Background: an optimization exercise with open tools, aiming at small area. Do not read the settings as production practice. Only simulation tests tie the RTL to the original design; equivalence was not proved. No activity file was given, so power comes from the tool's default toggle rates.

// ultrasonic_echo_ranger_median3
module ultrasonic_echo_ranger_median3 (
    input  logic        i_clk,
    input  logic        i_rst_n,
    input  logic        i_tick_valid,
    output logic        o_tick_ready,
    input  logic        i_tick_echo,
    input  logic        i_tick_start,
    input  logic        i_cfg_valid,
    output logic        o_cfg_ready,
    input  logic [1:0]  i_cfg_index,
    input  logic [15:0] i_cfg_data,
    output logic        o_res_valid,
    input  logic        i_res_ready,
    output logic        o_res_trigger,
    output logic        o_res_busy,
    output logic        o_res_result_valid,
    output logic [15:0] o_res_median,
    output logic [15:0] o_res_distance
);
Size in the first run: roughly 770 cells after synthesis, about 130 flip-flops, about 63 I/O pins, about 5900 um^2 of cells after synthesis.
clock: 9.0 ns
lec_check: 0
cap_margin: 20
core_margin: 2
core_utilization: 40
slew_margin: 20
standard.sh (not shown) runs the stock make flow with config.mk's settings and CLKGATE_MAP_FILE= SYNTH_SCRIPT=/design/flow/synth_recipe.tcl, a recipe that flattens the netlist after the stock synthesis.
==> flow/flow/run.sh <==
#!/bin/bash
# Own layout flow: the standard ORFS flow (standard.sh) with three changes that only
# affect how the layout is made:
#  - synthesis maps the combinational logic with an area-oriented ABC script (registers are
#    the standard synthesis's, renamed to its instance names by match_regs.py);
#  - port buffers are the smallest buffer (buf_1) instead of the default choice;
#  - CTS uses clkbuf_4 and inserts no dummy clock loads.
# Each step's full output goes to a log file in this folder (and ORFS's own logs under orfs/).
set -euo pipefail
F=$(cd "$(dirname "$0")" && pwd)
R=orfs/results/sky130hd/ultrasonic_echo_ranger_median3/base
cp standard.sh standard_sh.txt.log
bash standard.sh synth > std_synth.log 2>&1
cp $R/1_2_yosys.v ref_std_synth.v
mkdir -p std_synth_logs
cp orfs/logs/sky130hd/ultrasonic_echo_ranger_median3/base/1_* std_synth_logs/ 2>/dev/null || true
rm -f $R/1_2_yosys.v $R/1_2_yosys.sdc $R/1_synth.odb $R/1_synth.sdc
# 2. the layout, from the area-mapped synthesis on
export REF_NETLIST=$PWD/ref_std_synth.v
export BUFFER_PORTS_ARGS="-buffer_cell sky130_fd_sc_hd__buf_1"
export CTS_ARGS="-sink_clustering_enable -repair_clock_nets -buf_list sky130_fd_sc_hd__clkbuf_4 -sink_clustering_size 20 -sink_clustering_max_diameter 60 -dont_use_dummy_load"
bash standard.sh SYNTH_SCRIPT="$F/synth_area.tcl" "BUFFER_PORTS_ARGS=$BUFFER_PORTS_ARGS" "CTS_ARGS=$CTS_ARGS" finish > flow_make.log 2>&1
==> flow/flow/abc_area.script <==
strash
dch
map -a
topo
dnsize -c
Other scripts of this flow, unchanged in this note and not shown: flow/flow/match_regs.py, flow/flow/synth_area.tcl
The first run finished with timing, DRC and antenna clean.
Next try:
==> flow/flow/abc_area.script (replaced) <==
strash
&get -n
&dch -f
&nf -a -R 1000
&put
topo
dnsize -c
- CAP_MARGIN: 20 -> 0
- SLEW_MARGIN: 20 -> 0
=> Power goes down by 20%. Global-route usage goes down by 1.1 points. Sequential cell count is unchanged. Via count goes down by 11%. Synthesized cell count goes down by 16%. Clock skew goes down by 0.0089 ns. Clock power barely changes.
Next try:
- CAP_MARGIN: 0 -> 20
- SLEW_MARGIN: 0 -> 20
Effect: Die area is unchanged. Wire length hardly moves. Cell count is unchanged. Power is about the same. Synthesized area does not change. Clock-buffer cell count is unchanged. Synthesized cell count does not change.


Another version of the RTL of ultrasonic_echo_ranger_median3 (not shown whole).
Size: roughly 710 cells after synthesis, ~130 flip-flops, about 6600 um2 of cells after synthesis.
clock: 9.0 ns
lec_check: 0
cap_margin: 20
core_margin: 2
core_utilization: 40
cts_buf_list: sky130_fd_sc_hd__clkbuf_4
cts_cluster_diameter: 60
cts_cluster_size: 20
slew_margin: 20
run.sh (not shown) runs the stock make flow with config.mk's settings and CLKGATE_MAP_FILE= SYNTH_SCRIPT=/design/flow/synth_recipe.tcl, a recipe that flattens the netlist after the stock synthesis.
Stock flow here: none of the scripts above is used.
Then changed:
==> flow/flow/run.sh (new file) <==
#!/bin/bash
# Own layout flow: the standard ORFS flow (standard.sh) with three changes that only
# affect how the layout is made:
#  - synthesis maps the combinational logic with an area-oriented ABC script;
#  - port buffers are the smallest buffer (buf_1) instead of the default choice;
#  - CTS uses clkbuf_4 and inserts no dummy clock loads.
set -euo pipefail
F=$(cd "$(dirname "$0")" && pwd)
export BUFFER_PORTS_ARGS="-buffer_cell sky130_fd_sc_hd__buf_1"
export CTS_ARGS="-sink_clustering_enable -repair_clock_nets -buf_list sky130_fd_sc_hd__clkbuf_4 -sink_clustering_size 20 -sink_clustering_max_diameter 60 -dont_use_dummy_load"
cp standard.sh standard_sh.txt.log
bash standard.sh SYNTH_SCRIPT="$F/synth_area.tcl" "BUFFER_PORTS_ARGS=$BUFFER_PORTS_ARGS" "CTS_ARGS=$CTS_ARGS" finish > flow_make.log 2>&1
==> flow/flow/abc_area.script (new file) <==
strash
dch
map -a
topo
dnsize -c
==> flow/flow/synth_area.tcl (new file) <==
# The standard synthesis (synth_recipe.tcl), with ABC mapping the combinational logic for
# area (abc_area.script beside this file) at the real clock period in ps. Registers are
# mapped before ABC runs, so they are the standard synthesis's, with the same names and cells.
set my_abc_script [file join [file dirname [info script]] abc_area.script]
proc abc {args} {
    global my_abc_script
    set out {}
    set skip 0
    foreach a $args {
        if {$skip == 1} { lappend out $my_abc_script; set skip 0; continue }
        if {$skip == 2} { lappend out 9000; set skip 0; continue }
        if {$a eq "-script"} { set skip 1 } elseif {$a eq "-D"} { set skip 2 }
        lappend out $a
    }
    if {[lsearch -exact $out -D] < 0} { lappend out -D 9000 }
    yosys abc {*}$out
}
proc synth {args} { yosys synth -nofsm -noshare {*}$args }
source $::env(SCRIPTS_DIR)/synth.tcl
# left out here: clear keep_hierarchy, flatten, clean up, hide names made inside functions, write 1_2_yosys.v
==> flow/standard.sh (new file) <==
#!/bin/bash
# synth_recipe.tcl (not shown) runs the flow's synth.tcl, then flattens the netlist and writes it again
# the make line also repeats each setting of config.mk as NAME=value (left out here)
make -C /OpenROAD-flow-scripts/flow DESIGN_CONFIG=/design/flow/config.mk WORK_HOME=/design/flow/orfs CLKGATE_MAP_FILE= SYNTH_SCRIPT=/design/flow/synth_recipe.tcl "${@:-finish}"
- CTS_BUF_LIST: sky130_fd_sc_hd__clkbuf_4 -> not set
- CTS_CLUSTER_DIAMETER: 60 -> not set
- CTS_CLUSTER_SIZE: 20 -> not set
removed: flow/run.sh
Result:
- global-route usage climbs by 0.60 points
- routed wire length drops by 6.3%
- utilization went down by 2.2 points


ultrasonic_echo_ranger_median3 again, from the RTL that the note above started with.
Design ultrasonic_echo_ranger_median3, start of the top module:
module ultrasonic_echo_ranger_median3 (
    input  logic        i_clk,
    input  logic        i_rst_n,
    input  logic        i_tick_valid,
    output logic        o_tick_ready,
    input  logic        i_tick_echo,
    input  logic        i_tick_start,
    input  logic        i_cfg_valid,
    output logic        o_cfg_ready,
    input  logic [1:0]  i_cfg_index,
    input  logic [15:0] i_cfg_data,
    output logic        o_res_valid,
    input  logic        i_res_ready,
    output logic        o_res_trigger,
    output logic        o_res_busy,
    output logic        o_res_result_valid,
    output logic [15:0] o_res_median,
    output logic [15:0] o_res_distance
);
    localparam logic [1:0]  P_IDLE = 2'd0;
    localparam logic [1:0]  P_TRIG = 2'd1;
    localparam logic [1:0]  P_WAIT = 2'd2;
    localparam logic [1:0]  P_HIGH = 2'd3;
    localparam logic [18:0] DIST_SCALE = 19'd287733;
    localparam logic [15:0] SAT_MED = 16'd14927;
    logic [1:0]  r_ph, r_idx;
    logic [15:0] r_el, r_wd, r_s0, r_s1;
    logic [15:0] r_tmo;
  ...
export LEC_CHECK = 0
export CAP_MARGIN = 20
export CORE_MARGIN = 2
export CORE_UTILIZATION = 40
export GPL_TIMING_DRIVEN = 0
export SLEW_MARGIN = 20
create_clock -name core_clock -period 9.0 [get_ports {i_clk}]
standard.sh (not shown) runs the stock make flow with config.mk's settings and CLKGATE_MAP_FILE= SYNTH_SCRIPT=/design/flow/synth_recipe.tcl, a recipe that flattens the netlist after the stock synthesis.
==> flow/flow/run.sh <==
#!/bin/bash
# Own layout flow: the standard ORFS flow (standard.sh) with three changes that only
# affect how the layout is made:
#  - synthesis maps the combinational logic with an area-oriented ABC script (registers are
#    the standard synthesis's, renamed to its instance names by match_regs.py);
#  - port buffers are the smallest buffer (buf_1) instead of the default choice;
#  - CTS uses clkbuf_4 and inserts no dummy clock loads.
# Each step's full output goes to a log file in this folder (and ORFS's own logs under orfs/).
set -euo pipefail
F=$(cd "$(dirname "$0")" && pwd)
R=orfs/results/sky130hd/ultrasonic_echo_ranger_median3/base
cp standard.sh standard_sh.txt.log
bash standard.sh synth > std_synth.log 2>&1
cp $R/1_2_yosys.v ref_std_synth.v
mkdir -p std_synth_logs
cp orfs/logs/sky130hd/ultrasonic_echo_ranger_median3/base/1_* std_synth_logs/ 2>/dev/null || true
rm -f $R/1_2_yosys.v $R/1_2_yosys.sdc $R/1_synth.odb $R/1_synth.sdc
# 2. the layout, from the area-mapped synthesis on
export REF_NETLIST=$PWD/ref_std_synth.v
export BUFFER_PORTS_ARGS="-buffer_cell sky130_fd_sc_hd__buf_1"
export CTS_ARGS="-sink_clustering_enable -repair_clock_nets -buf_list sky130_fd_sc_hd__clkbuf_4 -sink_clustering_size 20 -sink_clustering_max_diameter 60 -dont_use_dummy_load"
bash standard.sh SYNTH_SCRIPT="$F/synth_area.tcl" "BUFFER_PORTS_ARGS=$BUFFER_PORTS_ARGS" "CTS_ARGS=$CTS_ARGS" finish > flow_make.log 2>&1
==> flow/flow/abc_area.script <==
strash
&get -n
&dch -f
&nf -a -R 1000
&put
topo
dnsize -c
Other scripts of this flow, unchanged in this note and not shown: flow/flow/match_regs.py, flow/flow/synth_area.tcl
==> next run, changes <==
==> flow/flow/abc_area.script (replaced) <==
strash
dch
map -a
topo
dnsize -c
GPL_TIMING_DRIVEN = default   (was 0)
Clock-buffer cell count is unchanged.
Routed wire length came out higher by a few percent.
Sequential cell count is unchanged.
Final area barely changes.
Die area came out higher slightly.
Non-clock buffer count came out lower by 6.
Clock skew came out lower by 0.015 ns.
Final cell count came out higher by roughly a tenth.
Setup slack gets better by 0.98 ns.
Global-route usage came out higher by 0.50 points.
==> next run, changes <==
==> flow/flow/abc_area.script (replaced) <==
strash
&get -n
&dch -f
&nf -a -R 1000
&put
topo
dnsize -c
CAP_MARGIN = 10   (was 20)
SLEW_MARGIN = 10   (was 20)
What happened:
- worst hold slack is worse by 0.017 ns
- synthesized cell count came out lower by 15%
- maximum frequency is lower by 14%
- power came out lower by 21%
- setup slack got worse by 1.1 ns
- flip-flop and latch count is unchanged
- combinational power drops by 52%
- wire length decreases by 5.2%
- die area went down by 0.88%
- non-clock buffer count came out higher by 6
- synthesized area goes down by 0.90%
==> next run, changes <==
--- a/flow/flow/run.sh
+++ b/flow/flow/run.sh
@@ -21 +21 @@
-export CTS_ARGS="-sink_clustering_enable -repair_clock_nets -buf_list sky130_fd_sc_hd__clkbuf_4 -sink_clustering_size 20 -sink_clustering_max_diameter 60 -dont_use_dummy_load"
+export CTS_ARGS="-repair_clock_nets -buf_list sky130_fd_sc_hd__clkbuf_4 -dont_use_dummy_load"
==> flow/flow/abc_area.script (replaced) <==
strash
dch
map -a
topo
dnsize -c
CAP_MARGIN = 20   (was 10)
SLEW_MARGIN = 20   (was 10)
Outcome: Die area climbs slightly. Worst setup slack gains 1.1 ns. Synthesized cell count climbs by about a fifth. Total power climbs by a quarter to a third. Clock power climbs by a few percent. Sequential power drops slightly. Design area barely changes. First-iteration DRC count climbs by a quarter to a third. Wire length climbs by a few percent. Global-route usage climbs by 0.62 points.
==> next run, changes <==
--- a/flow/flow/run.sh
+++ b/flow/flow/run.sh
@@ -21 +21 @@
-export CTS_ARGS="-repair_clock_nets -buf_list sky130_fd_sc_hd__clkbuf_4 -dont_use_dummy_load"
+export CTS_ARGS="-sink_clustering_enable -repair_clock_nets -buf_list sky130_fd_sc_hd__clkbuf_4 -sink_clustering_size 20 -sink_clustering_max_diameter 60 -dont_use_dummy_load"
==> flow/flow/abc_area.script (replaced) <==
strash
&get -n
&dch -f
&nf -a -R 1000
&put
topo
dnsize -c
CAP_MARGIN = 0   (was 20)
GPL_TIMING_DRIVEN = 0   (was default)
SLEW_MARGIN = 0   (was 20)
Result: Synthesized area came out lower by 0.90%; global-route usage goes down by 0.82 points; final area barely changes; via count shrinks by 10%; synthesized cell count falls by about 15%; first-iteration DRC count fell by 17%.
==> next run, changes <==
CAP_MARGIN = 20   (was 0)
GPL_TIMING_DRIVEN = default   (was 0)
SLEW_MARGIN = 20   (was 0)
Worst setup slack is better by 0.39 ns. Final area stays flat. Register-to-register slack is better by 0.39 ns.

==> port drivers added, routing unchanged <==
How much do the figures lean on ideal ports? The routed layouts below were timed once more, with nothing changed but the port constraints. Step 1, drivers: a clkbuf_16 drives i_clk and a buf_2 each remaining input, both assumed. Step 2 moves the port delays by t, midway between the first and last clock arrival at a register: inputs arrive t later, outputs are due t later. That takes back most of the time a late clock gives input paths. a / b / c = no drivers / after step 1 / after step 2; a / b = the first two.
| run | t, ns | slack for setup (ns) | worst setup path after step 2 |
|---|---|---|---|
| the first run of note 1 | 0.560 | 2.537 / 2.537 / 2.537 | register to register |
| the second run of note 1 | 0.534 | 1.326 / 1.326 / 1.326 | register to register |
| the third run of note 1 | 0.533 | 1.331 / 1.331 / 1.331 | register to register |
| the first run of note 2 | 0.576 | 1.746 / 1.746 / 1.746 | register to register |
| the second run of note 2 | 0.559 | 2.084 / 2.084 / 2.084 | register to register |
| the first run of note 3 | 0.546 | 1.348 / 1.348 / 1.348 | register to register |
| the second run of note 3 | 0.556 | 2.330 / 2.330 / 2.330 | register to register |
| the third run of note 3 | 0.520 | 1.223 / 1.223 / 1.223 | register to register |
| the fourth run of note 3 | 0.548 | 2.318 / 2.318 / 2.318 | register to register |
| the fifth run of note 3 | 0.532 | 1.111 / 1.111 / 1.111 | register to register |
| the sixth run of note 3 | 0.518 | 1.496 / 1.496 / 1.496 | register to register |
After both steps every run listed still meets setup and hold.
